Background: an optimization exercise with open tools, aiming at a short achievable clock period and few clock cycles. Do not read the settings as production practice. At most, simulation tests tie the RTL to the original design; equivalence was not proved. Function not checked in run 1: the RTL went through the layout flow alone. In every run shown here, the design's own scripts or RTL, not TritonCTS, make the clock network. No driver is modelled on the clock port, so clock power and skew are understated where the tree is cut down; a real chip needs a root buffer or a tree. Power figures rest on the tool's default switching activity, not on a simulated workload.

$ cat flow/design.v
`default_nettype none
package afc_pkg;
    localparam int PHASE_BITS_DEF = 16;
    localparam int LEVEL_BITS_DEF = 8;
    localparam int IN_DATA_W  = 8;
    localparam int OUT_DATA_W = 16;
    localparam int CFG_IDX_W  = 3;
    localparam int CFG_DATA_W = 16;
    localparam int LED_W      = 8;
    localparam logic [1:0] MODE_STARTUP = 2'd0;
    localparam logic [1:0] MODE_READY   = 2'd1;
    localparam logic [1:0] MODE_ARMED   = 2'd2;
    localparam logic [1:0] MODE_FIRING  = 2'd3;
    localparam logic [2:0] MSG_NONE     = 3'd0;
    localparam logic [2:0] MSG_READY    = 3'd1;
    localparam logic [2:0] MSG_ARMED    = 3'd2;
    localparam logic [2:0] MSG_DISARMED = 3'd3;
    localparam logic [2:0] MSG_FIRING   = 3'd4;
    localparam logic [2:0] MSG_FIRED    = 3'd5;
    localparam logic [CFG_IDX_W-1:0] CFG_STARTUP_MS  = 3'd0;
    localparam logic [CFG_IDX_W-1:0] CFG_FIRING_MS   = 3'd1;
    localparam logic [CFG_IDX_W-1:0] CFG_DEBOUNCE_MS = 3'd2;
    localparam logic [CFG_IDX_W-1:0] CFG_BLINK_MS    = 3'd3;
    localparam logic [CFG_IDX_W-1:0] CFG_PHASE_STEP  = 3'd4;
    localparam logic [15:0] STARTUP_MS_RST  = 16'd1000;
    localparam logic [15:0] FIRING_MS_RST   = 16'd5000;
    localparam logic [15:0] DEBOUNCE_MS_RST = 16'd1000;
    localparam logic [9:0]  BLINK_MS_RST    = 10'd100;
    localparam logic [12:0] PHASE_STEP_RST  = 13'd5;
endpackage
`default_nettype wire
`default_nettype none
import afc_pkg::*;
module arm_fire_controller_core #(
    parameter int PHASE_BITS = afc_pkg::PHASE_BITS_DEF,
    parameter int LEVEL_BITS = afc_pkg::LEVEL_BITS_DEF
) (
    input  wire logic                            i_clk,
    input  wire logic                            i_rst_n,
    input  wire logic                            i_cfg_valid,
    output logic                                 o_cfg_ready,
    input  wire logic [afc_pkg::CFG_IDX_W-1:0]   i_cfg_index,
    input  wire logic [afc_pkg::CFG_DATA_W-1:0]  i_cfg_data,
    input  wire logic                            i_s_tvalid,
    output logic                                 o_s_tready,
    input  wire logic [afc_pkg::IN_DATA_W-1:0]   i_s_tdata,
    output logic                                 o_m_tvalid,
    input  wire logic                            i_m_tready,
    output logic [afc_pkg::OUT_DATA_W-1:0]       o_m_tdata,
    output logic                                 o_m_tlast
);
    localparam int FAW = 4;              
    localparam int FD  = 1 << FAW;       
    localparam int CAP = FD;             
    assign o_cfg_ready = 1'b1;
    logic        r_rst;                  
    logic        r_rdy;
    logic        r_in_v;
    logic [1:0]  r_in_d;
    logic        r_cfg_v;
    logic [2:0]  r_cfg_idx;
    logic [15:0] r_cfg_d;
    always_ff @(posedge i_clk) begin
        r_rst     <= !i_rst_n;
        r_in_v    <= i_s_tvalid && r_rdy && i_rst_n;
        r_in_d    <= i_s_tdata[1:0];
        r_cfg_v   <= i_cfg_valid && i_rst_n;
        r_cfg_idx <= i_cfg_index;
        r_cfg_d   <= i_cfg_data;
    end
    assign o_s_tready = r_rdy_o;
    logic [15:0] r_st_m1, r_fi_m1, r_deb;
    logic        r_st_z, r_fi_z, r_deb_max;
    logic [9:0]  r_bl_m1;
    logic        r_bl_z;
    logic [12:0] r_step;
    always_ff @(posedge i_clk) begin
        if (r_rst) begin
            r_st_m1   <= STARTUP_MS_RST - 16'd1;
            r_st_z    <= 1'b0;
            r_fi_m1   <= FIRING_MS_RST - 16'd1;
            r_fi_z    <= 1'b0;
            r_deb     <= DEBOUNCE_MS_RST;
            r_deb_max <= 1'b0;
            r_bl_m1   <= BLINK_MS_RST - 10'd1;
            r_bl_z    <= 1'b0;
            r_step    <= PHASE_STEP_RST;
        end else if (r_cfg_v) begin
            case (r_cfg_idx)
                CFG_STARTUP_MS: begin
                    r_st_m1 <= r_cfg_d - 16'd1;
                    r_st_z  <= r_cfg_d == 16'd0;
                end
                CFG_FIRING_MS: begin
                    r_fi_m1 <= r_cfg_d - 16'd1;
                    r_fi_z  <= r_cfg_d == 16'd0;
                end
                CFG_DEBOUNCE_MS: begin
                    r_deb     <= r_cfg_d;
                    r_deb_max <= r_cfg_d == 16'hFFFF;
                end
                CFG_BLINK_MS: begin
                    r_bl_m1 <= r_cfg_d[9:0] - 10'd1;
                    r_bl_z  <= r_cfg_d[9:0] == 10'd0;
                end
                CFG_PHASE_STEP: r_step <= r_cfg_d[12:0];
                default: ;
            endcase
        end
    end
    logic [1:0]  r_mode, n_mode;
    logic [15:0] r_pt, n_pt;
    logic [9:0]  r_bt, n_bt;
    logic [15:0] r_since, n_since;
    logic [15:0] r_phase, n_phase;
    logic        r_blink, n_blink;
    logic [2:0]  n_msg0, n_msg1;
    logic        n_two;
    logic        sw, press;
    logic [15:0] since_inc, pt_inc;
    logic [9:0]  bt_inc;
    logic        trig, fire_go, startup_done, firing_done, blink_done;
    assign sw    = r_in_d[0];
    assign press = r_in_d[1];
    assign since_inc    = (r_since == 16'hFFFF) ? r_since : r_since + 16'd1;
    assign pt_inc       = (r_pt == 16'hFFFF) ? r_pt : r_pt + 16'd1;
    assign bt_inc       = (r_bt == 10'h3FF) ? r_bt : r_bt + 10'd1;
    assign trig         = press && (r_since >= r_deb) && !r_deb_max;
    assign fire_go      = trig && (r_mode == MODE_ARMED);
    assign startup_done = r_st_z || (r_pt >= r_st_m1);
    assign firing_done  = r_fi_z || (r_pt >= r_fi_m1);
    assign blink_done   = r_bl_z || (r_bt >= r_bl_m1);
    assign n_since      = trig ? 16'd0 : since_inc;
    always_comb begin
        n_mode  = r_mode;
        n_pt    = r_pt;
        n_bt    = r_bt;
        n_blink = r_blink;
        n_phase = r_phase;
        n_msg0  = MSG_NONE;
        n_msg1  = MSG_NONE;
        n_two   = 1'b0;
        if (fire_go) begin
            n_mode  = MODE_FIRING;
            n_pt    = 16'd0;
            n_bt    = 10'd0;
            n_blink = 1'b1;
            n_msg0  = MSG_FIRING;
        end else begin
            case (r_mode)
                MODE_STARTUP: begin
                    if (startup_done) begin
                        n_mode = MODE_READY;
                        n_pt   = 16'd0;
                        n_msg0 = MSG_READY;
                    end else begin
                        n_pt   = pt_inc;
                    end
                end
                MODE_READY: begin
                    if (!sw) begin
                        n_mode  = MODE_ARMED;
                        n_phase = 16'd0;
                        n_msg0  = MSG_ARMED;
                    end
                end
                MODE_ARMED: begin
                    if (!sw) begin
                        n_phase = r_phase + {3'd0, r_step};
                    end else begin
                        n_mode = MODE_READY;
                        n_msg0 = MSG_DISARMED;
                        n_msg1 = MSG_READY;
                        n_two  = 1'b1;
                    end
                end
                default: begin  
                    if (firing_done) begin
                        n_mode  = MODE_ARMED;
                        n_pt    = 16'd0;
                        n_bt    = 10'd0;
                        n_blink = 1'b0;
                        n_phase = 16'd0;
                        n_msg0  = MSG_FIRED;
                        if (!sw) begin
                            n_msg1 = MSG_ARMED;
                            n_two  = 1'b1;
                        end
                    end else begin
                        n_pt    = pt_inc;
                        n_bt    = blink_done ? 10'd0 : bt_inc;
                        n_blink = blink_done ? !r_blink : r_blink;
                    end
                end
            endcase
        end
    end
    always_ff @(posedge i_clk) begin
        if (r_rst) begin
            r_mode  <= MODE_STARTUP;
            r_pt    <= 16'd0;
            r_bt    <= 10'd0;
            r_since <= 16'd0;
            r_phase <= 16'd0;
            r_blink <= 1'b0;
        end else if (r_in_v) begin
            r_mode  <= n_mode;
            r_pt    <= n_pt;
            r_bt    <= n_bt;
            r_since <= n_since;
            r_phase <= n_phase;
            r_blink <= n_blink;
        end
    end
    logic       r_s1_v;
    logic [2:0] r_s1_msg0;
    logic       r_s1_two;
    always_ff @(posedge i_clk) begin
        if (r_rst) r_s1_v <= 1'b0;
        else       r_s1_v <= r_in_v;
        r_s1_msg0 <= n_msg0;
        r_s1_two  <= n_two;
    end
    function automatic logic [14:0] sine_tab(input logic [3:0] idx);
        logic [14:0] v;
        case (idx)
            4'd0:    v = 15'd0;
            4'd1:    v = 15'd3212;
            4'd2:    v = 15'd6393;
            4'd3:    v = 15'd9512;
            4'd4:    v = 15'd12540;
            4'd5:    v = 15'd15447;
            4'd6:    v = 15'd18205;
            4'd7:    v = 15'd20788;
            4'd8:    v = 15'd23170;
            4'd9:    v = 15'd25330;
            4'd10:   v = 15'd27246;
            4'd11:   v = 15'd28899;
            4'd12:   v = 15'd30274;
            4'd13:   v = 15'd31357;
            4'd14:   v = 15'd32138;
            default: v = 15'd32610;
        endcase
        sine_tab = v;
    endfunction
    function automatic logic [11:0] sine_dif(input logic [3:0] idx);
        logic [11:0] v;
        case (idx)
            4'd0:    v = 12'd3212;
            4'd1:    v = 12'd3181;
            4'd2:    v = 12'd3119;
            4'd3:    v = 12'd3028;
            4'd4:    v = 12'd2907;
            4'd5:    v = 12'd2758;
            4'd6:    v = 12'd2583;
            4'd7:    v = 12'd2382;
            4'd8:    v = 12'd2160;
            4'd9:    v = 12'd1916;
            4'd10:   v = 12'd1653;
            4'd11:   v = 12'd1375;
            4'd12:   v = 12'd1083;
            4'd13:   v = 12'd781;
            4'd14:   v = 12'd472;
            default: v = 12'd158;
        endcase
        sine_dif = v;
    endfunction
    function automatic logic [13:0] sine_dif3(input logic [3:0] idx);
        logic [13:0] v;
        case (idx)
            4'd0:    v = 14'd9636;
            4'd1:    v = 14'd9543;
            4'd2:    v = 14'd9357;
            4'd3:    v = 14'd9084;
            4'd4:    v = 14'd8721;
            4'd5:    v = 14'd8274;
            4'd6:    v = 14'd7749;
            4'd7:    v = 14'd7146;
            4'd8:    v = 14'd6480;
            4'd9:    v = 14'd5748;
            4'd10:   v = 14'd4959;
            4'd11:   v = 14'd4125;
            4'd12:   v = 14'd3249;
            4'd13:   v = 14'd2343;
            4'd14:   v = 14'd1416;
            default: v = 14'd474;
        endcase
        sine_dif3 = v;
    endfunction
    logic [15:0] p1_p;
    logic [14:0] p1_x;
    logic        r_p1_v, r_p1_two, r_p1_arm, r_p1_on, r_p1_top, r_p1_q1;
    logic [1:0]  r_p1_mode;
    logic [2:0]  r_p1_msg0;
    logic [14:0] r_p1_lo;
    logic [11:0] r_p1_dif;
    logic [13:0] r_p1_dif3;
    logic [9:0]  r_p1_f;
    assign p1_p = r_phase + 16'd16384;
    assign p1_x = p1_p[14] ? (15'd16384 - {1'b0, p1_p[13:0]}) : {1'b0, p1_p[13:0]};
    always_ff @(posedge i_clk) begin
        if (r_rst) r_p1_v <= 1'b0;
        else       r_p1_v <= r_s1_v;
        r_p1_mode <= r_mode;
        r_p1_msg0 <= r_s1_msg0;
        r_p1_two  <= r_s1_two;
        r_p1_arm  <= r_mode == MODE_ARMED;
        r_p1_on   <= (r_mode == MODE_FIRING) && r_blink;
        r_p1_lo   <= sine_tab(p1_x[13:10]);
        r_p1_dif  <= sine_dif(p1_x[13:10]);
        r_p1_dif3 <= sine_dif3(p1_x[13:10]);
        r_p1_f    <= p1_x[9:0];
        r_p1_top  <= p1_x[14];
        r_p1_q1   <= p1_p[15];
    end
    function automatic logic [13:0] dif_mult(input logic [1:0] d, input logic [11:0] dif,
                                             input logic [13:0] dif3);
        case (d)
            2'd0:    dif_mult = 14'd0;
            2'd1:    dif_mult = {2'b00, dif};
            2'd2:    dif_mult = {1'b0, dif, 1'b0};
            default: dif_mult = dif3;
        endcase
    endfunction
    function automatic logic [51:0] csa(input logic [25:0] a, input logic [25:0] b,
                                        input logic [25:0] c);
        logic [25:0] sum, cry;
        sum = a ^ b ^ c;
        cry = (a & b) | (a & c) | (b & c);
        csa = {sum, cry[24:0], 1'b0};
    endfunction
    logic [25:0] p2_row [6];
    logic [25:0] p2_s1, p2_c1, p2_s2, p2_c2, p2_s3, p2_c3, p2_s4, p2_c4;
    logic        r_p2_v, r_p2_two, r_p2_arm, r_p2_on, r_p2_top, r_p2_q1;
    logic [1:0]  r_p2_mode;
    logic [2:0]  r_p2_msg0;
    logic [25:0] r_p2_s, r_p2_c;
    assign p2_row[0] = {1'b0, r_p1_lo, 10'd0};
    assign p2_row[1] = {12'd0, dif_mult(r_p1_f[1:0], r_p1_dif, r_p1_dif3)};
    assign p2_row[2] = {10'd0, dif_mult(r_p1_f[3:2], r_p1_dif, r_p1_dif3), 2'd0};
    assign p2_row[3] = {8'd0, dif_mult(r_p1_f[5:4], r_p1_dif, r_p1_dif3), 4'd0};
    assign p2_row[4] = {6'd0, dif_mult(r_p1_f[7:6], r_p1_dif, r_p1_dif3), 6'd0};
    assign p2_row[5] = {4'd0, dif_mult(r_p1_f[9:8], r_p1_dif, r_p1_dif3), 8'd0};
    assign {p2_s1, p2_c1} = csa(p2_row[0], p2_row[1], p2_row[2]);
    assign {p2_s2, p2_c2} = csa(p2_row[3], p2_row[4], p2_row[5]);
    assign {p2_s3, p2_c3} = csa(p2_s1, p2_c1, p2_s2);
    assign {p2_s4, p2_c4} = csa(p2_s3, p2_c3, p2_c2);
    always_ff @(posedge i_clk) begin
        if (r_rst) r_p2_v <= 1'b0;
        else       r_p2_v <= r_p1_v;
        r_p2_mode <= r_p1_mode;
        r_p2_msg0 <= r_p1_msg0;
        r_p2_two  <= r_p1_two;
        r_p2_arm  <= r_p1_arm;
        r_p2_on   <= r_p1_on;
        r_p2_s    <= p2_s4;
        r_p2_c    <= p2_c4;
        r_p2_top  <= r_p1_top;
        r_p2_q1   <= r_p1_q1;
    end
    logic [25:0] p3_sum;
    logic [15:0] r_p3_s;
    logic        r_p3_v, r_p3_two, r_p3_arm, r_p3_on, r_p3_q1;
    logic [1:0]  r_p3_mode;
    logic [2:0]  r_p3_msg0;
    assign p3_sum = r_p2_s + r_p2_c;
    always_ff @(posedge i_clk) begin
        if (r_rst) r_p3_v <= 1'b0;
        else       r_p3_v <= r_p2_v;
        r_p3_mode <= r_p2_mode;
        r_p3_msg0 <= r_p2_msg0;
        r_p3_two  <= r_p2_two;
        r_p3_arm  <= r_p2_arm;
        r_p3_on   <= r_p2_on;
        r_p3_s    <= r_p2_top ? 16'd32768 : p3_sum[25:10];
        r_p3_q1   <= r_p2_q1;
    end
    logic [7:0] p4_a, p4_b, p4_pulse;
    logic       p4_lt, p4_nz;
    logic       r_p4_v, r_p4_two;
    logic [1:0] r_p4_mode;
    logic [2:0] r_p4_msg0;
    logic [7:0] r_p4_lvl;
    assign p4_a     = r_p3_s[15:8];
    assign p4_b     = r_p3_s[7:0];
    assign p4_lt    = (p4_b < p4_a) || ((p4_b == p4_a) && (p4_b != 8'd0));
    assign p4_nz    = r_p3_s != 16'd0;
    assign p4_pulse = r_p3_q1 ? (8'd128 + p4_a - {7'd0, p4_lt})
                              : (8'd128 - p4_a + {7'd0, p4_lt} - {7'd0, p4_nz});
    always_ff @(posedge i_clk) begin
        if (r_rst) r_p4_v <= 1'b0;
        else       r_p4_v <= r_p3_v;
        r_p4_mode <= r_p3_mode;
        r_p4_msg0 <= r_p3_msg0;
        r_p4_two  <= r_p3_two;
        r_p4_lvl  <= r_p3_arm ? p4_pulse : {8{r_p3_on}};
    end
    logic [13:0]  r_mem [FD];
    logic [FAW:0] r_wp, r_rp;
    always_ff @(posedge i_clk) begin
        if (r_p4_v)
            r_mem[r_wp[FAW-1:0]] <= {r_p4_two, r_p4_msg0, r_p4_lvl, r_p4_mode};
    end
    always_ff @(posedge i_clk) begin
        if (r_rst)        r_wp <= '0;
        else if (r_p4_v)  r_wp <= r_wp + 1'b1;
    end
    logic        r_o_valid, r_o_busy, r_o_last, r_sub, r_pop_d;
    logic [1:0]  r_o_mode;
    logic [7:0]  r_o_level;
    logic [2:0]  r_o_msg;
    logic [FAW:0] r_rp1, r_rp2, rp, rp1;
    logic [13:0]  e0, e1;
    logic         ne0, ne1;
    logic         a_v, a_last, b_v, b_last, b_sub, b_pop;
    logic [12:0]  a_w, b_w;
    logic         pop;
    function automatic logic [2:0] second_msg(input logic [2:0] m0);
        second_msg = (m0 == MSG_DISARMED) ? MSG_READY : MSG_ARMED;
    endfunction
    assign rp  = r_pop_d ? r_rp1 : r_rp;
    assign rp1 = r_pop_d ? r_rp2 : r_rp1;
    assign e0  = r_pop_d ? r_mem[r_rp1[FAW-1:0]] : r_mem[r_rp[FAW-1:0]];
    assign e1  = r_pop_d ? r_mem[r_rp2[FAW-1:0]] : r_mem[r_rp1[FAW-1:0]];
    assign ne0 = r_wp != rp;
    assign ne1 = ne0 && (r_wp != rp1);
    always_ff @(posedge i_clk) begin
        if (r_rst) begin
            r_rp  <= '0;
            r_rp1 <= (FAW + 1)'(1);
            r_rp2 <= (FAW + 1)'(2);
        end else begin
            r_rp  <= rp;
            r_rp1 <= rp1;
            r_rp2 <= rp1 + 1'b1;
        end
    end
    assign a_v    = ne0;
    assign a_w    = {r_sub ? second_msg(e0[12:10]) : e0[12:10], e0[9:0]};
    assign a_last = r_sub || !e0[13];
    assign b_pop  = r_sub || !e0[13];
    assign b_sub  = !b_pop;
    assign b_v    = b_pop ? ne1 : 1'b1;
    assign b_w    = b_pop ? e1[12:0] : {second_msg(e0[12:10]), e0[9:0]};
    assign b_last = b_pop ? !e1[13] : 1'b1;
    logic        t_v, n_v, t_last, n_last, t_pop, t_sub, n_sub;
    logic [12:0] t_w, n_w;
    assign t_v    = !r_rst && (r_o_busy ? b_v : a_v);
    assign n_v    = !r_rst && a_v;
    assign t_w    = r_o_busy ? b_w : a_w;
    assign n_w    = a_w;
    assign t_last = r_o_busy ? b_last : a_last;
    assign n_last = a_last;
    assign t_pop  = !r_rst && r_o_busy && b_pop;
    assign t_sub  = !r_rst && (r_o_busy ? b_sub : r_sub);
    assign n_sub  = !r_rst && r_sub;
    assign pop = i_m_tready && t_pop;
    logic        d_valid, d_busy, d_last, d_sub, d_pop;
    logic [12:0] d_w;
    afc_tsel_en u_sel_v (
        .i_en(i_rst_n), .i_s(i_m_tready), .i_a1(t_v), .i_a0(n_v), .o_y(d_valid)
    );
    afc_tsel_en u_sel_b (
        .i_en(i_rst_n), .i_s(i_m_tready), .i_a1(t_v), .i_a0(n_v), .o_y(d_busy)
    );
    afc_tsel #(.W(16)) u_sel_d (
        .i_s(i_m_tready),
        .i_a1({t_last, t_w, t_sub, t_pop}),
        .i_a0({n_last, n_w, n_sub, 1'b0}),
        .o_y ({d_last, d_w, d_sub, d_pop})
    );
    always_ff @(posedge i_clk) begin
        r_o_valid                      <= d_valid;
        r_o_busy                       <= d_busy;
        r_o_last                       <= d_last;
        {r_o_msg, r_o_level, r_o_mode} <= d_w;
        r_sub                          <= d_sub;
        r_pop_d                        <= d_pop;
    end
    assign o_m_tvalid = r_o_valid;
    assign o_m_tlast  = r_o_last;
    assign o_m_tdata  = {2'b00, r_o_msg, r_o_level, 1'b1, r_o_mode};
    logic       r_rdy_o, d_rdy, d_rdy_o;
    logic [5:0] r_cnt;
    afc_credit #(.CAP(CAP)) u_cr (
        .i_rst(r_rst), .i_cnt(r_cnt), .i_in_v(r_in_v), .i_rdy(r_rdy), .i_pop_d(r_pop_d),
        .o_rdy(d_rdy)
    );
    afc_credit #(.CAP(CAP)) u_cr_o (
        .i_rst(r_rst), .i_cnt(r_cnt), .i_in_v(r_in_v), .i_rdy(r_rdy), .i_pop_d(r_pop_d),
        .o_rdy(d_rdy_o)
    );
    always_ff @(posedge i_clk) begin
        r_rdy   <= d_rdy;
        r_rdy_o <= d_rdy_o;
        if (r_rst) r_cnt <= '0;
        else       r_cnt <= r_cnt + {5'd0, r_in_v} - {5'd0, r_pop_d};
    end
endmodule
module afc_credit #(
    parameter int CAP = 24
) (
    input  wire logic       i_rst,
    input  wire logic [5:0] i_cnt,
    input  wire logic       i_in_v,
    input  wire logic       i_rdy,
    input  wire logic       i_pop_d,
    output logic            o_rdy
);
    logic [5:0] all_in;
    assign all_in = i_cnt + {5'd0, i_in_v} + {5'd0, i_rdy} - {5'd0, i_pop_d};
    assign o_rdy  = i_rst || (all_in < 6'(CAP));
endmodule
module afc_tsel #(
    parameter int W = 1
) (
    input  wire logic         i_s,
    input  wire logic [W-1:0] i_a1,
    input  wire logic [W-1:0] i_a0,
    output logic      [W-1:0] o_y
);
    assign o_y = i_s ? i_a1 : i_a0;
endmodule
module afc_tsel_en (
    input  wire logic i_en,
    input  wire logic i_s,
    input  wire logic i_a1,
    input  wire logic i_a0,
    output logic      o_y
);
    assign o_y = i_en && (i_s ? i_a1 : i_a0);
endmodule
`default_nettype wire
$ cat flow/flow/run.sh
#!/bin/bash
set -euo pipefail
HERE=$(pwd)
MARGIN=${MARGIN:-11.4}
export AFC_ROOT_CELL=sky130_fd_sc_hd__inv_16
export AFC_LEAF_CELL=sky130_fd_sc_hd__inv_16
export AFC_LEAF_SIZE=24
export AFC_ROOTS=4
bash standard.sh SETUP_SLACK_MARGIN=$MARGIN POST_CTS_TCL=$HERE/flow/cts_post.tcl \
  PRE_CTS_TCL=$HERE/flow/place_out.tcl finish > make_finish.log 2>&1
$ cat flow/flow/cts_post.tcl
set block [ord::get_db_block]
set db [ord::get_db]
set clk_port_net [$block findNet i_clk]
set root_cell [expr {[info exists ::env(AFC_ROOT_CELL)] ? $::env(AFC_ROOT_CELL) : "sky130_fd_sc_hd__clkbuf_16"}]
set leaf_cell [expr {[info exists ::env(AFC_LEAF_CELL)] ? $::env(AFC_LEAF_CELL) : "sky130_fd_sc_hd__clkbuf_16"}]
set root_master [$db findMaster $root_cell]
set leaf_master [$db findMaster $leaf_cell]
proc in_pin {inst} {
  foreach it [$inst getITerms] {
    if {[$it getIoType] eq "INPUT" && [[$it getMTerm] getSigType] eq "SIGNAL"} { return $it }
  }
}
proc out_pin {inst} {
  foreach it [$inst getITerms] {
    if {[$it getIoType] eq "OUTPUT"} { return $it }
  }
}
set leaf_size [expr {[info exists ::env(AFC_LEAF_SIZE)] ? $::env(AFC_LEAF_SIZE) : 24}]
set n_roots [expr {[info exists ::env(AFC_ROOTS)] ? $::env(AFC_ROOTS) : 4}]

# walk the old tree
set sinks {}
set old_insts {}
set old_nets {}
set todo [list $clk_port_net]
while {[llength $todo]} {
  set net [lindex $todo 0]
  set todo [lrange $todo 1 end]
  foreach it [$net getITerms] {
    if {![$it isInputSignal] && [$it getIoType] ne "INPUT"} { continue }
    set inst [$it getInst]
    set m [$inst getMaster]
    if {[$m isSequential]} {
      lappend sinks $it
    } else {
      lappend old_insts $inst
      foreach ot [$inst getITerms] {
        if {[$ot getIoType] eq "OUTPUT" && [$ot getNet] ne "NULL"} {
          lappend todo [$ot getNet]
          lappend old_nets [$ot getNet]
        }
      }
    }
  }
}
puts "afc_cts: [llength $sinks] sinks, removing [llength $old_insts] cells and [llength $old_nets] nets"
foreach it $sinks { $it disconnect }
foreach inst $old_insts { odb::dbInst_destroy $inst }
foreach net $old_nets { odb::dbNet_destroy $net }

# sink positions
set pts {}
foreach it $sinks {
  set bb [[$it getInst] getBBox]
  lappend pts [list [expr {([$bb xMin] + [$bb xMax]) / 2.0}] [expr {([$bb yMin] + [$bb yMax]) / 2.0}]]
}

# recursive bisection into n groups of (nearly) equal size, cutting the
# longer side of each group's bounding box
proc bisect {items n} {
  if {$n <= 1} { return [list $items] }
  set xs {}; set ys {}
  foreach it $items { lappend xs [lindex $it 1]; lappend ys [lindex $it 2] }
  set xs [lsort -real $xs]; set ys [lsort -real $ys]
  set axis [expr {([lindex $xs end] - [lindex $xs 0]) >= ([lindex $ys end] - [lindex $ys 0]) ? 1 : 2}]
  set sorted [lsort -real -index $axis $items]
  set n1 [expr {$n / 2}]
  set h [expr {int(round([llength $sorted] * double($n1) / $n))}]
  return [concat [bisect [lrange $sorted 0 [expr {$h - 1}]] $n1] \
                 [bisect [lrange $sorted $h end] [expr {$n - $n1}]]]
}
proc centre {items} {
  set sx 0.0; set sy 0.0
  foreach it $items { set sx [expr {$sx + [lindex $it 1]}]; set sy [expr {$sy + [lindex $it 2]}] }
  set n [llength $items]
  return [list [expr {$sx / $n}] [expr {$sy / $n}]]
}
set items {}
set i 0
foreach p $pts { lappend items [list $i [lindex $p 0] [lindex $p 1]]; incr i }
# leaves: a multiple of the root count, at most leaf_size sinks each; the
# first cuts of the bisection then give each root its own block of leaves
set per_root [expr {int(ceil([llength $sinks] / double($leaf_size * $n_roots)))}]
set n_leaf [expr {$per_root * $n_roots}]
set groups {}
foreach rg [bisect $items $n_roots] {
  set groups [concat $groups [bisect $rg $per_root]]
}
set leaf_of [lrepeat [llength $sinks] 0]
set leaf_c {}
set root_of {}
set l 0
foreach g $groups {
  foreach it $g { lset leaf_of [lindex $it 0] $l }
  lappend leaf_c [centre $g]
  lappend root_of [expr {$l / $per_root}]
  incr l
}
set root_c {}
for {set r 0} {$r < $n_roots} {incr r} {
  set sx 0.0; set sy 0.0; set n 0
  foreach c $leaf_c ro $root_of {
    if {$ro == $r} { set sx [expr {$sx + [lindex $c 0]}]; set sy [expr {$sy + [lindex $c 1]}]; incr n }
  }
  lappend root_c [list [expr {$sx / $n}] [expr {$sy / $n}]]
}

proc place_at {inst x y} {
  set m [$inst getMaster]
  set w [$m getWidth]; set h [$m getHeight]
  $inst setLocation [expr {int($x - $w / 2)}] [expr {int($y - $h / 2)}]
  $inst setPlacementStatus PLACED
}

set root_nets {}
for {set r 0} {$r < $n_roots} {incr r} {
  set inst [odb::dbInst_create $block $root_master "afc_clkroot_$r"]
  set net [odb::dbNet_create $block "afc_clknet_root_$r"]
  $net setSigType CLOCK
  [in_pin $inst] connect $clk_port_net
  [out_pin $inst] connect $net
  lassign [lindex $root_c $r] x y
  place_at $inst $x $y
  lappend root_nets $net
}
set leaf_nets {}
for {set l 0} {$l < $n_leaf} {incr l} {
  set inst [odb::dbInst_create $block $leaf_master "afc_clkleaf_$l"]
  set net [odb::dbNet_create $block "afc_clknet_leaf_$l"]
  $net setSigType CLOCK
  [in_pin $inst] connect [lindex $root_nets [lindex $root_of $l]]
  [out_pin $inst] connect $net
  lassign [lindex $leaf_c $l] x y
  place_at $inst $x $y
  lappend leaf_nets $net
}
foreach it $sinks a $leaf_of {
  $it connect [lindex $leaf_nets $a]
}
$clk_port_net setSigType CLOCK
puts "afc_cts: $n_roots root and $n_leaf leaf buffers"

detailed_placement
set_propagated_clock [all_clocks]
estimate_parasitics -placement
report_clock_latency
if {[llength [info procs repair_timing_helper]]} {
  repair_timing_helper
  detailed_placement
  check_placement -verbose
}
$ cat flow/flow/place_out.tcl
# Put each output port's buffer, and the flip-flop that drives it, right
# next to the port's pin, then legalize.
set block [ord::get_db_block]
set core [$block getCoreArea]
proc afc_driver {net} {
  if {$net eq "NULL"} { return "" }
  foreach it [$net getITerms] {
    if {[$it getIoType] eq "OUTPUT"} { return [$it getInst] }
  }
  return ""
}
proc afc_input_net {inst} {
  foreach it [$inst getITerms] {
    if {[$it getIoType] eq "INPUT" && [[$it getMTerm] getSigType] eq "SIGNAL"} { return [$it getNet] }
  }
  return "NULL"
}
set moved 0
foreach bt [$block getBTerms] {
  if {[$bt getIoType] ne "OUTPUT"} { continue }
  set buf [afc_driver [$bt getNet]]
  if {$buf eq ""} { continue }
  set ff [afc_driver [afc_input_net $buf]]
  if {$ff eq "" || ![[$ff getMaster] isSequential]} { continue }
  set bb [$bt getBBox]
  set px [expr {([$bb xMin] + [$bb xMax]) / 2}]
  set py [expr {([$bb yMin] + [$bb yMax]) / 2}]
  # the nearest core point, then one and two cell widths further in
  set cx [expr {min(max($px, [$core xMin]), [$core xMax])}]
  set cy [expr {min(max($py, [$core yMin]), [$core yMax])}]
  set dx [expr {$cx == [$core xMin] ? 1 : ($cx == [$core xMax] ? -1 : 0)}]
  set dy [expr {$cy == [$core yMin] ? 1 : ($cy == [$core yMax] ? -1 : 0)}]
  set i 0
  foreach inst [list $buf $ff] {
    set m [$inst getMaster]
    set w [$m getWidth]; set h [$m getHeight]
    set off [expr {2000 + $i * 6000}]
    set x [expr {$cx + $dx * $off - ($dx < 0 ? $w : 0)}]
    set y [expr {$cy + $dy * $off - ($dy < 0 ? $h : 0)}]
    if {$dx == 0} { set x [expr {$x - $w / 2}] }
    if {$dy == 0} { set y [expr {$y - $h / 2}] }
    $inst setLocation [expr {int($x)}] [expr {int($y)}]
    $inst setPlacementStatus PLACED
    incr i
  }
  incr moved
}
puts "afc_place_out: moved $moved output buffer and flip-flop pairs"
detailed_placement
$ cat flow/standard.sh
#!/bin/bash
# synth_recipe.tcl (not shown) runs the flow's synth.tcl, then flattens the netlist and writes it again
# the make line also repeats each setting of config.mk as NAME=value (left out here)
make -C /OpenROAD-flow-scripts/flow DESIGN_CONFIG=/design/flow/config.mk WORK_HOME=/design/flow/orfs CLKGATE_MAP_FILE= SYNTH_SCRIPT=/design/flow/synth_recipe.tcl "${@:-finish}"
$ cat flow/config.mk
export PLATFORM = sky130hd
export DESIGN_NAME = arm_fire_controller_core
export DESIGN_NICKNAME = arm_fire_controller_core
export VERILOG_FILES = /design/flow/design.v
export SDC_FILE = /design/flow/constraint.sdc
export NUM_CORES = 4
export LEC_CHECK = 0
export ABC_CLOCK_PERIOD_IN_PS = 2500
export CAP_MARGIN = 20
export CORE_MARGIN = 2
export CORE_UTILIZATION = 55
export PLACE_DENSITY = 0.72
export SLEW_MARGIN = 20
export SYNTH_HIERARCHICAL = 1
$ cat flow/constraint.sdc
create_clock -name core_clock -period 15.0 [get_ports {i_clk}]
set_input_delay 3.0000 -clock core_clock [delete_from_list [all_inputs] [get_ports {i_clk}]]
set_output_delay 3.0000 -clock core_clock [all_outputs]
set_load 0.01 [all_outputs]
==> summary.txt, run 1 <==
Power
  – Maximum VDD drop: 0.000111 V
  – Static Leakage: 12.9 nW
  – Cell area power density: 84.3 nW/um2

Worst setup path
  – R2r worst-path depth: 23
  – RR Startpoint: r_p3_s[9]$_SDFF_PP0_
  – Worst path top cell family by delay: compound AO/OA/AOI/OAI gates
  – Worst endpoint required time: 15,090 ps
  – R2r setup slk: 11,300 ps
  – Slowest CP cell: dfxtp_4
  – CP Cell Sequence: inv_4, ha_4, nor2b_4, o21a_1, o21a_1, o21a_1, o21a_1, o21a_1, o21a_1, o21a_1, fa_2, inv_2, ha_4, inv_2, ha_4, o21bai_4, a211oi_2, a211o_1, nand2_1, a221oi_2, xnor2_1, nand2_1, nand2_1
  – WS Path Type: reg2reg
  – Critical path buffer and inverter count: 3
  – Worst EP arrival: 3790 ps
  – CP dominant cell by count: o21a_1
  – CP max FO: 2
  – Worst setup EP type: register
  – FF-to-FF End: r_p4_lvl[7]$_DFF_P_
  – Max stage delay on crit path: 370 ps
  – Setup crit start kind: register

Timing
  – Final setup margin: 11,300 ps
  – Slew HR: 20.2%
  – Unrepaired setup endpoints after global routing: yes
  – Worst-margin pin slew: 1200 ps
  – F_max: 0.271 GHz
  – Fin. max-slew vios: 0
  – Post-Route Skew: 18.7 ps
  – Fin crit period: 3700 ps
  – Fin. Hold Viols: 0
  – Final setup viols: 0
  – Period utilization: 24.6%
  – Setup tns final: 0 ps

Worst hold path
  – Hold Path Class: reg2reg
  – Worst hold path depth: 0
  – Worst Hold Path EP: r_p3_mode[1]$_DFF_P_
  – HP Start: r_p2_mode[1]$_DFF_P_

Layout
  – Final core utilization: 59.4%
  – Area Growth Syn to Fin: 6.65%
  – Nets: 2,927
  – Filler Cells Inserted: 4,366
  – Share of cells above drive strength 1: 17.5%
  – Final Non-Filler Cells: 3,423
  – Antenna diodes: 0

Place
  – Port bufs: 41
  – Pre-CTS WS: 10,580 ps
  – Placed Cells incl. Taps: 3,363
  – DP HPWL: 48.6 mm
  – Final GP Congestion: 0.864

Route
  – Via count: 21,441
  – Remaining DRCs: 0
  – Vias/cell: 6.26
  – Initial DRC count: 1,820
  – Final WL: 76.1 mm
  – Antenna viol nets, final: 0
  – First-pass DRT Iterations: 6
  – WL/cell: 22.2 um

Floorplanning
  – I/O pin cnt: 52
  – Die width: 243 um
  – DIE AREA: 59,200 um2
  – Num rows: 87
  – Die height: 243 um
  – Starting density of the core: 55.7%
  – Core Region: 56,500 um2

Logic synthesis
  – Post-synthesis cell count: 2,691
  – Yosys cell types: 80
  – Yosys top cell area share: 23.1%
  – Seq/Total Area, Yosys: 44.4%
  – Most instantiated cells after synthesis: dfxtp_1 (363), nand2_1 (229), edfxtp_1 (224)
  – Synth top area cells: dfxtp_1 (23%), edfxtp_1 (21%), mux4_2 (15%)
  – FFs w/ async S/R, synth: 0%
  – Mapped cell area: 31,500 um2
  – Synth Flop Type: dfxtp_1
  – #FFs+latches synth: 587
  – Post-synth EDFFs: 224
  – Top-count cell post-synth: dfxtp_1
  – Yosys warns: 8
  – Avg Cell Area, Syn: 11.7 um2
  – Cell taking the most area after synthesis: dfxtp_1

GRT
  – Antenna violations before repair: 0
  – Gr ovfl total: 0
  – GRT Util Overall: 25.6%
  – First-pass GRT wire length: 119 mm
  – Largest net degree at the start of global routing: 75
  – Vias in the first global route: 21,517

Clock network
  – CTS clk-pin slew, worst paths: 70 ps
  – # clock sinks: 587
  – Worst skew pair latency: 210 ps

Run status
  – Run status: timing/DRC/antenna clean

Run
  – Max-cap violation count: 0
==> cell type report <==
type                       instances  area [um2]  area share [%]
tap                              756         946            2.82
timing repair buffer              98         951            2.83
inverter                         218        1340            3.99
sequential                       587       14000            41.8
multi-input combinational       1764       16300            48.6
==> power breakdown <==
group          total, mW  switching (mW)  internal [mW]
clock network      0.774           0.634          0.139
registers           1.71          0.0476           1.66
logic              0.344           0.177          0.167
==> state kept, by name, indices dropped and copies added (netlist names), 8 cells and up <==
| name | flops |
|---|---|
| r_st_m1 | 16 |
| r_p1_lo | 15 |
| r_bt | 10 |
| r_p2_s | 20 |
| r_step | 13 |
| r_p1_dif | 12 |
| r_cfg_d | 16 |
| r_bl_m1 | 10 |
| r_phase | 16 |
| r_deb | 16 |
| r_p4_lvl | 8 |
| r_since | 16 |
| r_p1_dif3 | 13 |
| r_p1_f | 10 |
| r_pt | 16 |
| r_o_level | 8 |
| r_p3_s | 16 |
| r_mem | 224 |
| r_p2_c | 19 |
| r_fi_m1 | 16 |
==> modules after synthesis (local to each module, per instance), a selection <==
| module | cells | copies in the design | area [um2] | flops+latches |
|---|---|---|---|---|
| afc_tsel_en | 2 | 2 | 16.3 | 0 |
| arm_fire_controller_core | 2619 | 1 | 30800 | 587 |
==> per-stage QoR <==
step,instance area (um2),power (mW),hold WS (ps)
floorplan,31500,1.99,310
global placement,32400,2.06,312
detailed placement,32400,2.08,312
finish,33600,2.83,314
global route,33600,2.94,323
==> per-layer routing <==
metal	GRT usage (%)	vias to the layer above	share of wire (%)
met5	0	-	0
met4	10.2	0	4.0
met3	2.96	183	6.5
met2	44.6	797	50
met1	32.7	10600	40
li1	-	9861	-
==> cell families after synthesis <==
| group | after synthesis | share of synthesized area, % |
|---|---|---|
| DFF | 587 | 44.4 |
| buffers and inverters | 344 | 4.43 |
| other | 2 | 0.0239 |
| and+or+nand+nor | 667 | 9.82 |
| adders and majority gates | 226 | 10.1 |
| AOI/OAI and AO/OA | 449 | 9.65 |
| muxes | 321 | 18.9 |
| xor gates and xnor gates | 95 | 2.67 |
==> worst max-delay path by stage <==
stage | startpoint | cells past startpoint | slack, ps | endpoint
3_5_place_dp | i_m_tready | 3 | 10580 | r_o_mode[0]$_DFF_P_
5_1_grt | r_p3_s[9]$_SDFF_PP0_ | 23 | 11100 | r_p4_lvl[7]$_DFF_P_
2_1_floorplan | i_m_tready | 3 | 11350 | r_o_level[0]$_DFF_P_
3_3_place_gp | i_m_tready | 3 | 10590 | r_o_msg[1]$_DFF_P_
6_report | r_p3_s[9]$_SDFF_PP0_ | 23 | 11300 | r_p4_lvl[7]$_DFF_P_
==> layout by cell type (no fill, tap or decap), drive strengths merged, types with 45 or more instances in the layout <==
master	instances
xnor2	58
nand3	75
mux4	208
mux2	78
nor2	170
ha	181
inv	215
dfxtp	363
fa	45
buf	73
edfxtp	224
nand2	229
a21oi	123
==> inputs of run 2 (changes only) <==
--- a/flow/design.v
+++ b/flow/design.v
@@ -375,7 +375,7 @@
         r_p3_s    <= r_p2_top ? 16'd32768 : p3_sum[25:10];
         r_p3_q1   <= r_p2_q1;
     end
-    logic [7:0] p4_a, p4_b, p4_pulse;
+    logic [7:0] p4_a, p4_b, p4_pulse, p4_up0, p4_up1, p4_dn0, p4_dn1;
     logic       p4_lt, p4_nz;
     logic       r_p4_v, r_p4_two;
     logic [1:0] r_p4_mode;
@@ -383,10 +383,13 @@
     logic [7:0] r_p4_lvl;
     assign p4_a     = r_p3_s[15:8];
     assign p4_b     = r_p3_s[7:0];
-    assign p4_lt    = (p4_b < p4_a) || ((p4_b == p4_a) && (p4_b != 8'd0));
+    assign p4_lt    = (p4_b <= p4_a) && (p4_a != 8'd0);
     assign p4_nz    = r_p3_s != 16'd0;
-    assign p4_pulse = r_p3_q1 ? (8'd128 + p4_a - {7'd0, p4_lt})
-                              : (8'd128 - p4_a + {7'd0, p4_lt} - {7'd0, p4_nz});
+    assign p4_up0   = 8'd128 + p4_a;
+    assign p4_up1   = 8'd127 + p4_a;
+    assign p4_dn0   = 8'd128 - p4_a - {7'd0, p4_nz};
+    assign p4_dn1   = 8'd129 - p4_a - {7'd0, p4_nz};
+    assign p4_pulse = r_p3_q1 ? (p4_lt ? p4_up1 : p4_up0) : (p4_lt ? p4_dn1 : p4_dn0);
     always_ff @(posedge i_clk) begin
         if (r_rst) r_p4_v <= 1'b0;
         else       r_p4_v <= r_p3_v;
--- a/flow/config.mk
+++ b/flow/config.mk
@@ -8,7 +8,7 @@
 export ABC_CLOCK_PERIOD_IN_PS = 2500
 export CAP_MARGIN = 20
 export CORE_MARGIN = 2
-export CORE_UTILIZATION = 55
-export PLACE_DENSITY = 0.72
+export CORE_UTILIZATION = 65
+export PLACE_DENSITY = 0.8
 export SLEW_MARGIN = 20
 export SYNTH_HIERARCHICAL = 1
==> run 2 against run 1 <==
Compared with the run above:
- final cell count fell by 3.7%
- synthesized area rose by 0.96%
- still clean
- critical endpoint is now o_m_tdata[13]
- cell area fell by 0.81%
==> summary.txt, run 2 <==
Run status
  – Run status: timing/DRC/antenna clean

Route
  – Initial DRC count: 2,308
  – First-pass DRT Iterations: 6
  – Remaining DRCs: 0
  – Via count: 22,639
  – Vias/cell: 6.87
  – Final WL: 79.2 mm
  – Antenna viol nets, final: 0
  – WL/cell: 24.0 um

Place
  – Port bufs: 41
  – Placed Cells incl. Taps: 3,257
  – Final GP Congestion: 0.894
  – DP Area: 32,500 um2
  – DP HPWL: 49.5 mm

Timing
  – Setup tns final: 0 ps
  – F_max: 0.275 GHz
  – Post-Route Skew: 18.7 ps
  – Fin. max-slew vios: 0
  – Unrepaired setup endpoints after global routing: yes
  – Final setup viols: 0
  – Fin crit period: 3640 ps
  – Fin. Hold Viols: 0
  – Worst-margin pin slew: 1280 ps
  – Slew HR: 14.5%
  – Period utilization: 24.3%

Worst setup path
  – Worst setup EP type: primary output
  – Critical path buffer and inverter count: 1
  – Slowest CP cell: dfxtp_1
  – CP Cell Sequence: buf_2
  – Worst path top cell family by delay: flip-flops
  – WS Path Type: reg2out
  – Worst endpoint required time: 12,000 ps
  – Worst EP arrival: 640 ps
  – CP max FO: 1
  – Setup crit start kind: register
  – Max stage delay on crit path: 310 ps

Floorplanning
  – DIE AREA: 50,700 um2
  – I/O pin cnt: 52
  – Core Region: 48,600 um2
  – Starting density of the core: 65.3%
  – Die width: 225 um
  – Die height: 225 um
  – Num rows: 81

Logic synthesis
  – Yosys cell types: 79
  – #FFs+latches synth: 587
  – Top-count cell post-synth: dfxtp_1
  – Cell taking the most area after synthesis: dfxtp_1
  – Post-synth EDFFs: 224
  – Post-synthesis cell count: 2,735
  – FFs w/ async S/R, synth: 0%
  – Synth Flop Type: dfxtp_1
  – Synth top area cells: dfxtp_1 (23%), edfxtp_1 (21%), mux4_2 (14%)
  – Most instantiated cells after synthesis: dfxtp_1 (363), edfxtp_1 (224), nor2_1 (204)
  – Mapped cell area: 31,800 um2
  – Avg Cell Area, Syn: 11.6 um2
  – Seq/Total Area, Yosys: 44.0%
  – Yosys warns: 8
  – Yosys top cell area share: 22.9%

Power
  – Reg power frac: 60.4%
  – Combinational share of power: 12.6%
  – Switching Fraction: 30.4%
  – Static Leakage: 12.5 nW
  – Clock Power Share: 27.0%
  – Int Pwr: 1.98 mW
  – Maximum VDD drop: 0.000113 V
  – NetSw: 862 uW
  – Cell area power density: 85.3 nW/um2

GRT
  – First-pass GRT wire length: 124 mm
  – Antenna violations before repair: 1
  – Largest net degree at the start of global routing: 82
  – GRT Util Overall: 31.6%
  – Vias in the first global route: 22,881
  – Gr ovfl total: 0

Layout
  – Fin area: 33,300 um2
  – Nets: 2,932
  – Commonest non-fill, non-tap cells in the layout: dfxtp_1 (349), edfxtp_1 (224), nor2_1 (202)
  – Antenna diodes: 0
  – Share of cells above drive strength 1: 15.6%
  – Max FFs per register: 224
  – Commonest non-fill, non-tap cell in the layout: dfxtp_1
  – Area Growth Syn to Fin: 4.78%
  – Final Non-Filler Cells: 3,296

Clock network
  – CTS clk-pin slew, worst paths: 70 ps
  – # clock sinks: 587
  – Worst skew pair latency: 210 ps

Worst hold path
  – Hold Path Class: reg2reg

Run
  – Max-cap violation count: 0
[run 2: cell count changes after synthesis, moves of 15 or more]
cell and change:
o21ai_0 +23, o211ai_1 -19, nor2_1 +34, nand3_1 -15
a211o_1 +21, nand2_1 -30
[run 2: modules after synthesis (local to each module, per instance), excerpt]
module	copies in the design	flip-flops and latches	cells
arm_fire_controller_core	1	587	2663
afc_tsel_en	2	0	2
[run 2: worst paths after layout]
path / start / to / slack (ps) / cells past startpoint
worst max register to register: r_rp[0]$_SDFF_PP0_ / r_o_msg[1]$_DFF_P_ / 11500 / 9
worst max-delay path: r_o_msg[2]$_DFF_P_ / o_m_tdata[13] / 11360 / 1
worst min register to register: r_s1_msg0[1]$_SDFF_PN0_ / r_p1_msg0[1]$_DFF_P_ / 330 / 0
worst min-delay path: r_s1_msg0[1]$_SDFF_PN0_ / r_p1_msg0[1]$_DFF_P_ / 330 / 0
[run 2: cell type report]
cell class                      count  area, um2
Multi-Input combinational cell   1805      16500
Fill cell                        3325      15300
Sequential cell                   587      14000
Inverter                          212       1320
Tap cell                          622        778
Timing Repair Buffer               70        722
[run 2: logic make-up (layout without fill, tap and decap cells)]
logic type / after synthesis / in the layout / share of synthesized area (%)
flops: 587 / 587 / 44.0
xor+xnor: 97 / 97 / 2.67
fa+ha+maj: 224 / 224 / 9.83
compound gates: 475 / 475 / 10.0
mux: 319 / 319 / 18.8
other cells: 2 / 5 / 0.0236
buf+inv: 348 / 282 / 4.42
simple gates: 683 / 685 / 10.2
[run 2: metrics by stage]
step / util (%) / setup WS (ps) / hold slack (ps) / total power, mW
finish: 68.5 / 11360 / 325 / 2.84
detailed placement: 66.8 / 10630 / 312 / 2.09
global route: 68.5 / 11340 / 337 / 2.94
floorplan: - / 11350 / 310 / 2.00
global placement: 66.8 / 10660 / 310 / 2.07
[run 2: power groups by stage]
stage                     combinational (mW)  clock (mW)  sequential, mW
final                                  0.357       0.767            1.72
after global routing                   0.391       0.832            1.72
after detailed placement               0.339           0            1.75
after global placement                 0.321           0            1.75
after floorplan                        0.277           0            1.73
[run 2: metal layers]
| layer | track usage (%) | vias to the layer above | share of wire (%) |
|---|---|---|---|
| li1 | - | 9983 | - |
| met1 | 37.1 | 11009 | 36 |
| met2 | 55.4 | 1278 | 50 |
| met3 | 5.02 | 367 | 8.0 |
| met4 | 17.9 | 2 | 6.4 |
| met5 | 0 | - | 0.015 |
Testbench counts of run 2, summed over its fixed seeds: cycles 41,111.
==> inputs of run 3 (changes only) <==
--- a/flow/config.mk
+++ b/flow/config.mk
@@ -8,7 +8,7 @@
 export ABC_CLOCK_PERIOD_IN_PS = 2500
 export CAP_MARGIN = 20
 export CORE_MARGIN = 2
-export CORE_UTILIZATION = 65
-export PLACE_DENSITY = 0.8
+export CORE_UTILIZATION = 55
+export PLACE_DENSITY = 0.72
 export SLEW_MARGIN = 20
 export SYNTH_HIERARCHICAL = 1
==> run 3 against run 2 <==
Compared with the run above:
- wire length down 4.6%
- largest cell class unchanged
- still clean on timing, DRC and antenna
- critical endpoint is now o_m_tdata[7]
- critical path depth is the same
- highest routed layer unchanged
- worst hold slack worse by 0.83 ps
- cell area increased by 0.88%
==> summary.txt, run 3 <==
Logic synthesis
  – Yosys warns: 8
  – Avg Cell Area, Syn: 11.6 um2
  – Post-synth EDFFs: 224
  – Top-count cell post-synth: dfxtp_1
  – Cell taking the most area after synthesis: dfxtp_1
  – Synth top area cells: dfxtp_1 (23%), edfxtp_1 (21%), mux4_2 (14%)
  – Yosys top cell area share: 22.9%
  – Most instantiated cells after synthesis: dfxtp_1 (363), edfxtp_1 (224), nor2_1 (204)
  – FFs w/ async S/R, synth: 0%
  – #FFs+latches synth: 587
  – Seq/Total Area, Yosys: 44.0%
  – Post-synthesis cell count: 2,735
  – Mapped cell area: 31,800 um2
  – Yosys cell types: 79
  – Synth Flop Type: dfxtp_1

Route
  – Final WL: 75.6 mm
  – Via count: 21,844
  – First-pass DRT Iterations: 5
  – Initial DRC count: 1,743
  – WL/cell: 21.9 um
  – Remaining DRCs: 0
  – Vias/cell: 6.33
  – Antenna viol nets, final: 0

Floorplanning
  – Starting density of the core: 55.4%
  – Die height: 244 um
  – DIE AREA: 59,700 um2
  – Core Region: 57,400 um2
  – I/O pin cnt: 52
  – Die width: 244 um
  – Num rows: 88

Layout
  – Nets: 2,945
  – Sequential cell area: 14,000 um2
  – Commonest non-fill, non-tap cell in the layout: dfxtp_1
  – Multi-input logic area: 16,500 um2
  – Filler Cells Inserted: 4,562
  – Share of cells above drive strength 1: 16.3%
  – Antenna diodes: 0
  – Commonest non-fill, non-tap cells in the layout: dfxtp_1 (342), edfxtp_1 (224), nor2_1 (202)
  – Area Growth Syn to Fin: 5.70%
  – Max FFs per register: 224

Power
  – Power Total: 2.84 mW
  – Maximum VDD drop: 0.000104 V
  – Cell area power density: 84.5 nW/um2
  – Static Leakage: 12.6 nW

Worst setup path
  – RR Startpoint: r_rp[1]$_SDFF_PP0_
  – FF-to-FF End: r_o_level[2]$_DFF_P_
  – Worst path top cell family by delay: flip-flops
  – Critical path buffer and inverter count: 1
  – CP Cell Sequence: buf_6
  – R2r worst-path depth: 7
  – Slowest CP cell: dfxtp_2
  – Worst setup EP type: primary output
  – Max stage delay on crit path: 330 ps
  – Setup crit start kind: register
  – Worst EP arrival: 640 ps
  – CP max FO: 1
  – Worst endpoint required time: 12,000 ps
  – R2r setup slk: 11,500 ps
  – WS Path Type: reg2out

Clock network
  – # clock sinks: 587
  – CTS clk-pin slew, worst paths: 70 ps
  – Worst skew pair latency: 210 ps

Worst hold path
  – HP Start: r_p1_q1$_DFF_P_
  – Worst hold path depth: 0
  – Worst Hold Path EP: r_p2_q1$_DFF_P_
  – Hold Path Class: reg2reg

Timing
  – F_max: 0.275 GHz
  – Slew HR: 20.1%
  – Unrepaired setup endpoints after global routing: yes
  – Period utilization: 24.3%
  – Hold_ws: 325 ps
  – Final setup viols: 0
  – Setup tns final: 0 ps
  – Worst-margin pin slew: 1200 ps
  – Fin. Hold Viols: 0
  – Fin. max-slew vios: 0
  – Post-Route Skew: 13.0 ps
  – Fin crit period: 3640 ps

GRT
  – Antenna violations before repair: 2
  – Gr ovfl total: 0
  – Vias in the first global route: 22,012
  – First-pass GRT wire length: 119 mm
  – Largest net degree at the start of global routing: 87
  – GRT Util Overall: 25.2%

Place
  – Final GP Congestion: 0.884
  – Port bufs: 41
  – DP HPWL: 48.3 mm

Run
  – Max-cap violation count: 0

Run status
  – Run status: timing/DRC/antenna clean
## run 3: kinds of logic after synthesis
group,synth area share (%)
and+or+nand+nor,10.2
DFF,44.0
AOI/OAI and AO/OA,10.0
buffers and inverters,4.42
muxes,18.8
adders and majority gates,9.83
xor gates and xnor gates,2.67
other,0.0236
## run 3: worst reg2reg max path, stage by stage, from the launching register on
cell and delay [ps]:
dfxtp_4 1000, mux4_2 430, mux4_2 480, mux2i_1 180
or2_4 230, and2_2 550, o211ai_1 220, mux2_4 290
## run 3: final cells by class
type	count	area share, %
multi-input cells	1805	49.0
flip-flops and latches	587	41.8
inverters	212	3.92
well taps	765	2.85
repair buffers	83	2.45
## run 3: per-module statistics from Yosys, one instance, submodules excluded, excerpt
module	area (um2)	cells	copies in the design
arm_fire_controller_core	31100	2663	1
afc_tsel_en	16.3	2	2
## run 3: metal layers
layer | GRT usage [%] | vias to the layer above | routed length [um]
li1 | - | 9998 | -
met1 | 31.8 | 10777 | 30000
met2 | 44.2 | 866 | 37800
met3 | 2.79 | 199 | 4890
met4 | 10.2 | 4 | 2870
met5 | 0 | - | 20
## run 3: per-stage QoR
stage                     cells  cell area, um2  setup slack [ps]  util, %
final                      3452           33600             11360     58.6
after floorplan            2738           31800             11350        -
after global routing       3452           33600             11340     58.6
after detailed placement   3404           32700             10670     57.0
after global placement     3404           32700             10670     57.0
## run 3: how the worst max path moves through the flow
| stage | start | end | slack, ps | cells past startpoint |
|---|---|---|---|---|
| global route | r_rdy_o$_DFF_P_ | o_s_tready | 11340 | 1 |
| floorplan | i_m_tready | r_o_level[0]$_DFF_P_ | 11350 | 3 |
| global placement | i_m_tready | r_o_mode[1]$_DFF_P_ | 10670 | 3 |
| finish | r_o_level[4]$_DFF_P_ | o_m_tdata[7] | 11360 | 1 |
| detailed placement | i_m_tready | r_sub$_DFF_P_ | 10670 | 3 |
## run 3: power by group
part           switching, mW  internal [mW]
Sequential            0.0533           1.67
Clock                  0.634          0.139
Combinational          0.170          0.174
==> inputs of run 4 (changes only) <==
--- a/flow/flow/run.sh
+++ b/flow/flow/run.sh
@@ -1,7 +1,7 @@
 #!/bin/bash
 set -euo pipefail
 HERE=$(pwd)
-MARGIN=${MARGIN:-11.4}
+MARGIN=${MARGIN:-11.55}
 export AFC_ROOT_CELL=sky130_fd_sc_hd__inv_16
 export AFC_LEAF_CELL=sky130_fd_sc_hd__inv_16
 export AFC_LEAF_SIZE=24
==> run 4 against run 3 <==
Compared with the run above:
- synthesized area unchanged
- critical path depth unchanged
- maximum frequency down 0.16%
- cell area up 0.27%
- still clean on timing, DRC and antenna
- register-to-register slack better by 110 ps
- clock power down 0.6%
- worst setup slack worse by 5.7 ps
- via count up 0.25%
- synthesized cell count unchanged
- sequential share of layout area down 0.12 points
==> summary.txt, run 4 <==
Floorplanning
  – Die height: 244 um
  – I/O pin cnt: 52
  – Num rows: 88
  – Core Region: 57,400 um2
  – Die width: 244 um
  – Starting density of the core: 55.4%
  – DIE AREA: 59,700 um2

Worst setup path
  – Worst setup EP type: primary output
  – RR Startpoint: r_rp1[0]$_SDFF_PP1_
  – Crit. path cell count: 1
  – Worst endpoint required time: 12,000 ps
  – CP Cell Sequence: buf_6
  – FF-to-FF End: r_o_mode[0]$_DFF_P_
  – R2r worst-path depth: 10
  – Worst setup path end: o_m_tdata[4]
  – R2r setup slk: 11,610 ps
  – Slowest CP cell: dfxtp_2
  – Worst path top cell family by delay: flip-flops
  – Max stage delay on crit path: 330 ps
  – CP max FO: 1
  – Setup crit start kind: register
  – Worst Setup SP: r_o_level[1]$_DFF_P_
  – Worst EP arrival: 640 ps
  – Critical path buffer and inverter count: 1
  – WS Path Type: reg2out

Layout
  – Share of cells above drive strength 1: 16.1%
  – Filler Cells Inserted: 4,544
  – Nets: 2,948
  – Commonest non-fill, non-tap cell in the layout: dfxtp_1
  – Commonest non-fill, non-tap cells in the layout: dfxtp_1 (344), edfxtp_1 (224), nor2_1 (202)
  – Max FFs per register: 224
  – Antenna diodes: 0
  – Area Growth Syn to Fin: 5.99%

Clock network
  – Worst skew pair latency: 210 ps
  – # clock sinks: 587
  – CTS clk-pin slew, worst paths: 70 ps

Timing
  – Slew HR: 24.5%
  – Post-Route Skew: 15.5 ps
  – F_max: 0.274 GHz
  – Period utilization: 24.3%
  – Fin crit period: 3640 ps
  – Fin. Hold Viols: 0
  – Final setup viols: 0
  – Unrepaired setup endpoints after global routing: yes
  – Worst-margin pin slew: 1130 ps
  – Fin. max-slew vios: 0
  – Setup tns final: 0 ps

Place
  – DP HPWL: 48.5 mm
  – Port bufs: 41
  – Final GP Congestion: 0.860

Logic synthesis
  – Post-synthesis cell count: 2,735
  – Cell taking the most area after synthesis: dfxtp_1
  – Yosys cell types: 79
  – FFs w/ async S/R, synth: 0%
  – Largest family of logic cells by synthesized area: multiplexers
  – Post-synthesis compound-gate area fraction: 10.0%
  – #FFs+latches synth: 587
  – Synth top area cells: dfxtp_1 (23%), edfxtp_1 (21%), mux4_2 (14%)
  – Synth Flop Type: dfxtp_1
  – Yosys warns: 8
  – Avg Cell Area, Syn: 11.6 um2
  – Most instantiated cells after synthesis: dfxtp_1 (363), edfxtp_1 (224), nor2_1 (204)
  – Multiplexer share of the synthesized area: 18.8%
  – Yosys top cell area share: 22.9%
  – Synth Area in Adders: 9.83%
  – Post-Synth XOR/XNOR Area: 2.67%
  – Post-synth EDFFs: 224
  – Seq/Total Area, Yosys: 44.0%
  – Top-count cell post-synth: dfxtp_1
  – Simple-gate share of the synthesized area: 10.2%
  – Mapped cell area: 31,800 um2

GRT
  – Gr ovfl total: 0
  – First-pass GRT wire length: 119 mm
  – Most used routing layer: met2
  – Met3 Use GR: 2.73%
  – Antenna violations before repair: 0
  – Largest net degree at the start of global routing: 101
  – GRT Util Overall: 25.2%
  – Grt met1 use: 31.7%
  – Met2 usage: 44.6%
  – Vias in the first global route: 21,930

Route
  – Antenna viol nets, final: 0
  – Initial DRC count: 1,794
  – WL/cell: 21.8 um
  – First-pass DRT Iterations: 7
  – Final WL: 75.2 mm
  – Remaining DRCs: 0
  – Via count: 21,898
  – Vias/cell: 6.34

Run
  – Max-cap violation count: 0

Power
  – Static Leakage: 12.6 nW
  – Power Total: 2.84 mW
  – Maximum VDD drop: 0.000115 V
  – Cell area power density: 84.3 nW/um2

Worst hold path
  – Hold Path Class: reg2reg

Run status
  – Run status: timing/DRC/antenna clean
-- run 4: changes by cell type in the layout (fill, tap and decap cells not counted), moves of 2 or more --
| cell | before | now |
|---|---|---|
| and2_2 | 9 | 3 |
| dfxtp_2 | 15 | 13 |
| mux2_4 | 11 | 15 |
| buf_16 | 2 | 5 |
| dfxtp_1 | 342 | 344 |
| buf_4 | 36 | 33 |
| buf_8 | 0 | 2 |
| mux2_2 | 70 | 66 |
| and2_1 | 14 | 20 |
-- run 4: worst min-delay path by stage --
stage                                       start              endpoint  slack [ps]  cells after the start
after floorplan           r_s1_msg0[0]$_SDFF_PN0_  r_p1_msg0[0]$_DFF_P_         310                      0
after global placement       r_p2_mode[0]$_DFF_P_  r_p3_mode[0]$_DFF_P_         310                      0
after detailed placement  r_s1_msg0[2]$_SDFF_PN1_  r_p1_msg0[2]$_DFF_P_         310                      0
after global routing         r_p2_msg0[2]$_DFF_P_  r_p3_msg0[2]$_DFF_P_         320                      0
final                        r_p2_msg0[2]$_DFF_P_  r_p3_msg0[2]$_DFF_P_         320                      0
-- run 4: power by group --
group	switching, mW	total [mW]	internal, mW
clock network	0.630	0.769	0.139
registers	0.0533	1.72	1.67
logic	0.174	0.348	0.174
-- run 4: kinds of logic (layout without fill, tap and decap cells) --
logic type | after synthesis | in the layout
compound gates | 475 | 475
xor+xnor | 97 | 97
other cells | 2 | 5
flops | 587 | 587
fa+ha+maj | 224 | 224
buf+inv | 348 | 298
simple gates | 683 | 685
mux | 319 | 319
-- run 4: per-module statistics from Yosys (local to each module, per instance), excerpt --
module	flops+latches	cell area [um2]	cells inside	copies in the design
afc_tsel_en	0	16.3	2	2
arm_fire_controller_core	587	31100	2663	1
-- run 4: per-stage QoR --
step	setup slack, ps	hold slack, ps	util, %	area [um2]	instances
global route	11330	324	58.7	33700	3455
finish	11360	324	58.7	33700	3455
floorplan	11350	310	-	31800	2738
detailed placement	10640	312	57.1	32800	3413
global placement	10650	311	57.1	32800	3413
-- run 4: cell type report --
type	instances	area (um2)	area share, %
multi-input cells	1805	16500	48.9
flip-flops and latches	587	14000	41.7
inverters	212	1320	3.91
well taps	765	957	2.84
repair buffers	86	915	2.72
-- run 4: worst reg2reg max path, delay by kind of cell (launching register included) --
family | cells | cell delay [ps]
AO/OA/AOI/OAI | 2 | 350
buffers and inverters | 1 | 230
flip-flops | 1 | 390
multiplexers | 4 | 1630
AND/OR/NAND/NOR | 3 | 690
-- run 4: layer usage --
metal	share of wire, %	up-vias
met4	4.2	0
met1	40	10780
met5	0	-
li1	-	9994
met2	50	909
met3	6.1	215
==> inputs of run 5 (changes only) <==
==> flow/flow/run.sh (replaced) <==
#!/bin/bash
set -euo pipefail
HERE=$(pwd)
MARGIN=${MARGIN:-11.6}
export AFC_ROOT_CELL=sky130_fd_sc_hd__inv_16
export AFC_LEAF_CELL=sky130_fd_sc_hd__clkinv_16
export AFC_LEAF_SIZE=32
export AFC_ROOTS=4
bash standard.sh SETUP_SLACK_MARGIN=$MARGIN POST_CTS_TCL=$HERE/flow/cts_post.tcl \
  PRE_CTS_TCL=$HERE/flow/place_out.tcl finish > make_finish.log 2>&1
==> run 5 against run 4 <==
Compared with the run above:
- power decreased by 2.3%
- combinational power about the same
- clock skew decreased by 3.7 ps
- final cell count fell by 0.26%
- largest power group unchanged
- maximum frequency rose by 0.58%
==> summary.txt, run 5 <==
Worst setup path
  – Worst endpoint required time: 12,000 ps
  – Worst Setup SP: r_o_level[1]$_DFF_P_
  – Worst setup EP type: primary output
  – Worst path top cell family by delay: flip-flops
  – Worst EP arrival: 620 ps
  – Setup crit start kind: register
  – Critical path buffer and inverter count: 1
  – RR Startpoint: r_rp1[0]$_SDFF_PP1_
  – CP Cell Sequence: buf_6
  – CP max FO: 1
  – Max stage delay on crit path: 330 ps
  – WS Path Type: reg2out
  – Slowest CP cell: dfxtp_2

Logic synthesis
  – Synth Area in Adders: 9.83%
  – Yosys cell types: 79
  – Avg Cell Area, Syn: 11.6 um2
  – Synth Flop Type: dfxtp_1
  – Post-synthesis cell count: 2,735
  – Post-synthesis compound-gate area fraction: 10.0%
  – Simple-gate share of the synthesized area: 10.2%
  – Largest family of logic cells by synthesized area: multiplexers
  – Post-synth EDFFs: 224
  – Synth top area cells: dfxtp_1 (23%), edfxtp_1 (21%), mux4_2 (14%)
  – FFs w/ async S/R, synth: 0%
  – Mapped cell area: 31,800 um2
  – Top-count cell post-synth: dfxtp_1
  – Most instantiated cells after synthesis: dfxtp_1 (363), edfxtp_1 (224), nor2_1 (204)
  – Seq/Total Area, Yosys: 44.0%
  – Yosys warns: 8
  – Post-Synth XOR/XNOR Area: 2.67%
  – Cell taking the most area after synthesis: dfxtp_1
  – Multiplexer share of the synthesized area: 18.8%
  – Yosys top cell area share: 22.9%
  – #FFs+latches synth: 587

Floorplanning
  – Die height: 244 um
  – DIE AREA: 59,700 um2
  – Num rows: 88
  – Core Region: 57,400 um2
  – I/O pin cnt: 52
  – Starting density of the core: 55.4%
  – Die width: 244 um

Place
  – Port bufs: 41
  – DP HPWL: 48.5 mm
  – Pre-CTS WS: 10,640 ps
  – Placed Cells incl. Taps: 3,413
  – Final GP Congestion: 0.860
  – DP Area: 32,800 um2

Clock network
  – CTS clk-pin slew, worst paths: 70 ps
  – # clock sinks: 587
  – Worst skew pair latency: 180 ps

Layout
  – Final Non-Filler Cells: 3,446
  – Nets: 2,939
  – Antenna diodes: 0
  – Fin area: 33,700 um2
  – Filler Cells Inserted: 4,522
  – Share of cells above drive strength 1: 16.0%
  – Commonest non-fill, non-tap cells in the layout: dfxtp_1 (344), edfxtp_1 (224), nor2_1 (202)
  – Area Growth Syn to Fin: 6.13%
  – Final core utilization: 58.8%
  – Commonest non-fill, non-tap cell in the layout: dfxtp_1
  – Max FFs per register: 224

GRT
  – Antenna violations before repair: 0
  – Gr ovfl total: 0
  – Largest net degree at the start of global routing: 101
  – Vias in the first global route: 21,858
  – GRT Util Overall: 25.3%
  – First-pass GRT wire length: 119 mm

Route
  – Final WL: 75.0 mm
  – Vias/cell: 6.31
  – First-pass DRT Iterations: 7
  – Antenna viol nets, final: 0
  – WL/cell: 21.8 um
  – Via count: 21,755
  – Initial DRC count: 1,819
  – Remaining DRCs: 0

Timing
  – Fin. max-slew vios: 0
  – Worst-margin pin slew: 1150 ps
  – Fin. Hold Viols: 0
  – Unrepaired setup endpoints after global routing: yes
  – Post-Route Skew: 11.8 ps
  – Final setup margin: 11,380 ps
  – Period utilization: 24.2%
  – Setup tns final: 0 ps
  – Final setup viols: 0
  – Slew HR: 23.5%
  – Hold_ws: 327 ps
  – F_max: 0.276 GHz
  – Fin crit period: 3620 ps

Worst hold path
  – HP Start: r_p1_arm$_DFF_P_
  – Hold Path Class: reg2reg

Power
  – Cell area power density: 82.2 nW/um2
  – Static Leakage: 12.6 nW
  – Maximum VDD drop: 0.0000989 V
  – Power Total: 2.77 mW

Run status
  – Run status: timing/DRC/antenna clean

Run
  – Max-cap violation count: 0
run 5: power breakdown:
group          switching [mW]  internal, mW
clock network           0.585         0.117
registers              0.0529          1.67
logic                   0.175         0.174
total                   0.813          1.96
run 5: worst reg2reg max path, delay by kind of cell (launching register included):
| kind | cells | cell delay [ps] |
|---|---|---|
| buffers and inverters | 1 | 230 |
| and+or+nand+nor | 3 | 680 |
| DFF | 1 | 390 |
| AOI/OAI and AO/OA | 2 | 360 |
| muxes | 4 | 1600 |
run 5: final cells by class:
class	count	area [um2]	area share, %
timing repair buffer	85	896	2.66
sequential	587	14000	41.6
inverter	204	1360	4.02
multi-input combinational	1805	16500	48.9
tap	765	957	2.84
run 5: worst paths after layout:
path                            cells past startpoint                  end  slack, ps
worst max-delay path                                1         o_m_tdata[4]      11380
worst min-delay path                                0     r_p2_arm$_DFF_P_        330
worst max register to register                     10  r_o_mode[0]$_DFF_P_      11620
worst min register to register                      0     r_p2_arm$_DFF_P_        330
run 5: logic make-up after synthesis:
logic type               count (synthesis)
AO/OA/AOI/OAI                          475
XOR/XNOR                                97
adder cells (fa/ha/maj)                224
buffers and inverters                  348
flip-flops                             587
multiplexers                           319
other                                    2
AND/OR/NAND/NOR                        683
run 5: Yosys stat by module, one instance, submodules excluded, a selection:
module / cell area (um2) / flops+latches
arm_fire_controller_core: 31100 / 587
afc_tsel_en: 16.3 / 0
run 5: per-layer routing:
metal  GRT usage (%)  up-vias  wire length [um]  part of all wire [%]
met1            32.0    10712             29800                    40
met5               0        -                 0                     0
met2            44.5      893             37600                    50
li1                -     9947                 -                     -
met3            2.67      203              4750                   6.3
met4            10.0        0              2940                   3.9

Setup slack of run 5, layout unchanged: 11.376 ns with ideal ports, 11.142 ns with driving cells assumed (clock clkbuf_16, inputs buf_2), 11.220 ns with port delays also shifted by the 0.408 ns mid clock arrival.
